Context: an optimization exercise on an open-source flow, tuned for small area, a short achievable clock period and few clock cycles per item. The choices shown serve that exercise and are no tape-out recipe.
RTL that was checked went through simulation tests only; none was proved equivalent to the original.
No activity file was given, so power comes from the tool's default toggle rates.

==> flow/design.v <==
module seq_alu (
  input  logic        clock,
  input  logic        clear,
  input  logic        start,
  input  logic [3:0]  op,
  input  logic [31:0] a,
  input  logic [31:0] b,
  output logic        busy,
  output logic        done,
  output logic [63:0] result,
  output logic        div_by_zero,
  output logic        illegal_op
);
  logic s_idle, s_sgl, s_mul, s_dv1, s_dvs, s_fxh, s_fxl, s_done;
  logic        busy_q;
  logic [31:0] B;
  logic [3:0]  opq;
  logic [33:0] H;
  logic [31:0] L;
  logic [4:0]  cnt;
  logic        sb, nq, nr, bz, dbz_q, ill_q;
  logic [4:0]  lza, lzb, rs;
  logic        c_xh, c_xl, c_yb1, c_yb2, c_yl, c_yh, c_inv, c_dvs;
  logic        d1_one, d1_two, d1_neg;
  function automatic logic [4:0] lzc31(input logic [31:0] v);
    lzc31 = 5'd31;
    for (int i = 1; i < 32; i++)
      if (v[i]) lzc31 = 5'(31 - i);
  endfunction
  function automatic logic [5:0] booth2(input logic [3:0] m, input logic p);
    booth2[0] = m[0] ^ p;                                       
    booth2[1] = (m[1] & ~m[0] & ~p) | (~m[1] & m[0] & p);       
    booth2[2] = m[1];                                           
    booth2[3] = m[2] ^ m[1];                                    
    booth2[4] = (m[3] & ~m[2] & ~m[1]) | (~m[3] & m[2] & m[1]); 
    booth2[5] = m[3];                                           
  endfunction
  logic [4:0] lza_in, lzb_in, rs_in;
  logic       left_in, neg_in, sub_in, mul_in, div_in, bz_in;
  assign lza_in  = lzc31(a ^ {32{a[31]}});
  assign lzb_in  = lzc31(b ^ {32{b[31]}});
  assign left_in = (op == 4'd10) | (op == 4'd12);
  assign rs_in   = left_in ? b[4:0] : (5'd0 - b[4:0]);
  assign neg_in  = (op == 4'd2);
  assign sub_in  = (op == 4'd5);
  assign mul_in  = (op == 4'd6);
  assign div_in  = (op == 4'd7);
  assign bz_in   = (b == '0);
  logic [6:0] sh_d;
  assign sh_d = {2'b00, lzb} - {2'b00, lza} + {6'd0, L[31]};    
  logic bsx;    
  assign bsx = c_dvs ? sb : B[31];
  logic [33:0] X, Ys, p1;
  assign X  = ({34{c_xh}} & H) | ({34{c_xl}} & {{2{L[31]}}, L});
  assign Ys = ({34{c_yb1}} & {bsx, bsx, B})
            | ({34{c_yb2}} & {B[31], B, 1'b0})
            | ({34{c_yl}}  & {{2{L[31]}}, L})
            | ({34{c_yh}}  & H);
  assign p1 = (({34{d1_one}} & {{2{B[31]}}, B}) | ({34{d1_two}} & {B[31], B, 1'b0}))
              ^ {34{d1_neg}};
  logic [35:0] cx, cy, cz, csum, ccar, SS;
  logic [36:0] sum1;
  logic [33:0] S;
  assign cx   = {{2{X[33]}}, X};
  assign cy   = {{2{Ys[33] ^ c_inv}}, Ys ^ {34{c_inv}}};
  assign cz   = {p1, d1_neg, d1_neg};
  assign csum = cx ^ cy ^ cz;
  assign ccar = {(cx[34:0] & cy[34:0]) | (cx[34:0] & cz[34:0]) | (cy[34:0] & cz[34:0]), c_inv};
  assign sum1 = {csum, 1'b1} + {ccar, d1_neg};
  assign SS   = sum1[36:1];
  assign S    = SS[33:0];
  logic [4:0]  amt, r;
  logic [31:0] rin, rot, m_hi, m_lo, rsh;
  assign rin = s_dv1 ? B : L;
  assign amt = s_dv1 ? sh_d[4:0] : B[4:0];
  assign r   = s_dv1 ? sh_d[4:0] : rs;
  always_comb begin
    logic [31:0] s0, s1, s2, s3;
    s0  = r[0] ? {rin[30:0], rin[31]}    : rin;
    s1  = r[1] ? {s0[29:0], s0[31:30]}   : s0;
    s2  = r[2] ? {s1[27:0], s1[31:28]}   : s1;
    s3  = r[3] ? {s2[23:0], s2[31:24]}   : s2;
    rot = r[4] ? {s3[15:0], s3[31:16]}   : s3;
  end
  always_comb
    for (int i = 0; i < 32; i++) begin
      m_hi[i] = 5'(i) >= amt;
      m_lo[31 - i] = 5'(i) >= amt;
    end
  always_comb begin
    case ({s_dv1, opq})
      {1'b0, 4'd8}:  rsh = rot & m_lo;                                
      {1'b0, 4'd9}:  rsh = (rot & m_lo) | ({32{L[31]}} & ~m_lo);      
      {1'b0, 4'd11}, {1'b0, 4'd12}: rsh = rot;                        
      default:       rsh = rot & m_hi;                                
    endcase
  end
  logic [31:0] sgl;
  always_comb begin
    case (opq)
      4'd0:    sgl = L & B;
      4'd1:    sgl = L | B;
      4'd3:    sgl = ~L;
      4'd2, 4'd4, 4'd5: sgl = S[31:0];
      4'd8, 4'd9, 4'd10, 4'd11, 4'd12: sgl = rsh;
      default: sgl = '0;
    endcase
  end
  logic q_bit, mul_last, dvs_last, dv1_steps, fin;
  assign q_bit     = ~S[33];
  assign mul_last  = (cnt[2:0] == 3'd7);
  assign dvs_last  = (cnt == 5'd0);
  assign dv1_steps = ~bz & ~sh_d[6];
  logic take, n_sgl, n_mul, n_dv1, n_dvs, n_fxh, n_fxl;
  assign take  = s_idle & start;
  assign n_sgl = take & ~mul_in & ~div_in;
  assign n_mul = (take & mul_in) | (s_mul & ~mul_last);
  assign n_dv1 = take & div_in;
  assign n_dvs = (s_dv1 & dv1_steps) | (s_dvs & ~dvs_last);
  assign n_fxh = (s_dv1 & ~bz & sh_d[6] & L[31]) | (s_dvs & dvs_last & nr);
  assign n_fxl = (s_dv1 & ~bz & sh_d[6] & ~L[31] & B[31])
               | (s_dvs & dvs_last & ~nr & nq) | (s_fxh & nq);
  assign fin = s_sgl | s_fxl
             | (s_mul & mul_last)
             | (s_dv1 & (bz | (sh_d[6] & ~L[31] & ~B[31])))
             | (s_dvs & dvs_last & ~nr & ~nq)
             | (s_fxh & ~nq);
  logic [5:0] nbooth;
  assign nbooth = s_idle ? booth2(a[3:0], 1'b0) : booth2(L[7:4], L[3]);
  logic nsb;    
  assign nsb = s_dv1 ? B[31] : sb;
  always_ff @(posedge clock) begin
    if (clear) begin
      s_idle <= 1'b1;
      s_sgl  <= 1'b0;
      s_mul  <= 1'b0;
      s_dv1  <= 1'b0;
      s_dvs  <= 1'b0;
      s_fxh  <= 1'b0;
      s_fxl  <= 1'b0;
      s_done <= 1'b0;
      busy_q <= 1'b0;
    end else begin
      s_idle <= (s_idle & ~start) | s_done;
      s_sgl  <= n_sgl;
      s_mul  <= n_mul;
      s_dv1  <= n_dv1;
      s_dvs  <= n_dvs;
      s_fxh  <= n_fxh;
      s_fxl  <= n_fxl;
      s_done <= fin;
      busy_q <= (busy_q & ~fin) | take;
    end
  end
  always_ff @(posedge clock) begin
    c_xh   <= (n_mul & s_mul) | n_dvs;
    c_xl   <= n_sgl & ~neg_in;
    c_yb1  <= (n_mul & nbooth[0]) | n_dvs | (n_sgl & ~neg_in);
    c_yb2  <= n_mul & nbooth[1];
    c_yl   <= n_dv1 | n_fxl | (n_sgl & neg_in);
    c_yh   <= n_fxh;
    c_inv  <= (n_mul & nbooth[2]) | (n_dv1 & a[31] & ~bz_in) | (n_dvs & ~nsb)
            | n_fxh | n_fxl | (n_sgl & (neg_in | sub_in));
    c_dvs  <= n_dvs;
    d1_one <= n_mul & nbooth[3];
    d1_two <= n_mul & nbooth[4];
    d1_neg <= n_mul & nbooth[5];
  end
  always_ff @(posedge clock) begin
    if (s_idle) begin
      B   <= b;
      opq <= op;
      cnt <= '0;
      lza <= lza_in;
      lzb <= lzb_in;
      rs  <= rs_in;
      bz  <= bz_in;
      if (start) L <= a;
    end
    if (s_sgl) begin
      H     <= '0;
      L     <= sgl;
      dbz_q <= 1'b0;
      ill_q <= (opq == 4'd13) | (opq == 4'd14) | (opq == 4'd15);
    end
    if (s_mul) begin
      H     <= {{2{SS[35]}}, SS[35:4]};
      L     <= {SS[3:0], L[31:4]};
      cnt   <= cnt + 5'd1;
      dbz_q <= 1'b0;
      ill_q <= 1'b0;
    end
    if (s_dv1) begin
      sb    <= B[31];
      nr    <= L[31];
      nq    <= L[31] ^ B[31];
      dbz_q <= bz;
      ill_q <= 1'b0;
      H     <= S;                   
      L     <= {32{bz}};
      B     <= rsh;
      cnt   <= sh_d[4:0];
    end
    if (s_dvs) begin
      if (q_bit) H <= S;
      L   <= {L[30:0], q_bit};
      B   <= {sb, B[31:1]};
      cnt <= cnt - 5'd1;
    end
    if (s_fxh) H <= S;
    if (s_fxl) L <= S[31:0];
  end
  assign busy        = busy_q;
  assign done        = s_done;
  assign result      = {H[31:0], L};
  assign div_by_zero = dbz_q;
  assign illegal_op  = ill_q;
endmodule
clock: 10.0 ns
lec_check: 0
abc_area: 1
cap_margin: 20
core_margin: 2
core_utilization: 40
setup_slack_margin: 5
slew_margin: 20
tns_end_percent: 0
run.sh (not shown) runs the stock make flow with config.mk's settings and CLKGATE_MAP_FILE= SYNTH_SCRIPT=/design/flow/synth_recipe.tcl, a recipe that flattens the netlist after the stock synthesis.
==> next run, changes <==
--- a/flow/design.v
+++ b/flow/design.v
@@ -23,4 +23,5 @@
   logic        c_xh, c_xl, c_yb1, c_yb2, c_yl, c_yh, c_inv, c_dvs;
   logic        d1_one, d1_two, d1_neg;
+  logic        m16;    
   function automatic logic [4:0] lzc31(input logic [31:0] v);
     lzc31 = 5'd31;
@@ -47,4 +48,11 @@
   assign div_in  = (op == 4'd7);
   assign bz_in   = (b == '0);
+  logic a16_in, b16_in, swap_in;
+  logic [31:0] la_in, lb_in;
+  assign a16_in  = (a[31:15] == '0) | (a[31:15] == '1);
+  assign b16_in  = (b[31:15] == '0) | (b[31:15] == '1);
+  assign swap_in = mul_in & ~a16_in & b16_in;
+  assign la_in   = swap_in ? b : a;
+  assign lb_in   = swap_in ? a : b;
   logic [6:0] sh_d;
   assign sh_d = {2'b00, lzb} - {2'b00, lza} + {6'd0, L[31]};    
@@ -109,5 +117,7 @@
   logic q_bit, mul_last, dvs_last, dv1_steps, fin;
   assign q_bit     = ~S[33];
-  assign mul_last  = (cnt[2:0] == 3'd7);
+  logic mul_half;    
+  assign mul_half  = m16 & (cnt[2:0] == 3'd3);
+  assign mul_last  = (cnt[2:0] == 3'd7) | mul_half;
   assign dvs_last  = (cnt == 5'd0);
   assign dv1_steps = ~bz & ~sh_d[6];
@@ -127,5 +137,5 @@
              | (s_fxh & ~nq);
   logic [5:0] nbooth;
-  assign nbooth = s_idle ? booth2(a[3:0], 1'b0) : booth2(L[7:4], L[3]);
+  assign nbooth = s_idle ? booth2(la_in[3:0], 1'b0) : booth2(L[7:4], L[3]);
   logic nsb;    
   assign nsb = s_dv1 ? B[31] : sb;
@@ -169,6 +179,7 @@
   always_ff @(posedge clock) begin
     if (s_idle) begin
-      B   <= b;
+      B   <= lb_in;
       opq <= op;
+      m16 <= a16_in | b16_in;
       cnt <= '0;
       lza <= lza_in;
@@ -176,5 +187,5 @@
       rs  <= rs_in;
       bz  <= bz_in;
-      if (start) L <= a;
+      if (start) L <= la_in;
     end
     if (s_sgl) begin
@@ -185,6 +196,11 @@
     end
     if (s_mul) begin
-      H     <= {{2{SS[35]}}, SS[35:4]};
-      L     <= {SS[3:0], L[31:4]};
+      if (mul_half) begin
+        H <= {{18{SS[35]}}, SS[35:20]};
+        L <= {SS[19:0], L[31:20]};
+      end else begin
+        H <= {{2{SS[35]}}, SS[35:4]};
+        L <= {SS[3:0], L[31:4]};
+      end
       cnt   <= cnt + 5'd1;
       dbz_q <= 1'b0;
After rerunning: Final area goes up by 7.9%; wire length goes up by 17%; cell count goes up by 10%; power goes up by 5.3%; maximum frequency goes down by 3.6%.
Testbench counts after the change, summed over its fixed seeds: cycles 23,246, ops 4,000.
Function not checked in the first run of this note: the RTL went through the layout flow alone.

afterwards: timing with drivers on the ports:
No port has a modelled driver above. Below, the same layouts with a new extraction and two added sets of constraints.
Step 1 assumes that a clkbuf_16 drives the clock port and a buf_2 every other input.
Step 2 also shifts input and output timing later by t, the mid clock arrival at the registers, as if the neighbouring blocks saw the same clock.
a / b / c = no drivers / after step 1 / after step 2; a / b = the first two.
run	t (ns)	setup slack, ns	hold WS [ns]	worst setup path after step 2
the first run	0.520	5.191 / 5.191 / 4.936	0.470 / 0.470 / 0.470	input to register
the second run	0.503	5.010 / 5.039 / 4.536	0.460 / 0.460 / 0.460	input to register
After both steps every run listed still meets setup and hold. The setup slack of the second run, which loses most, moves by +0.029 ns with the drivers and by -0.474 ns with both steps.
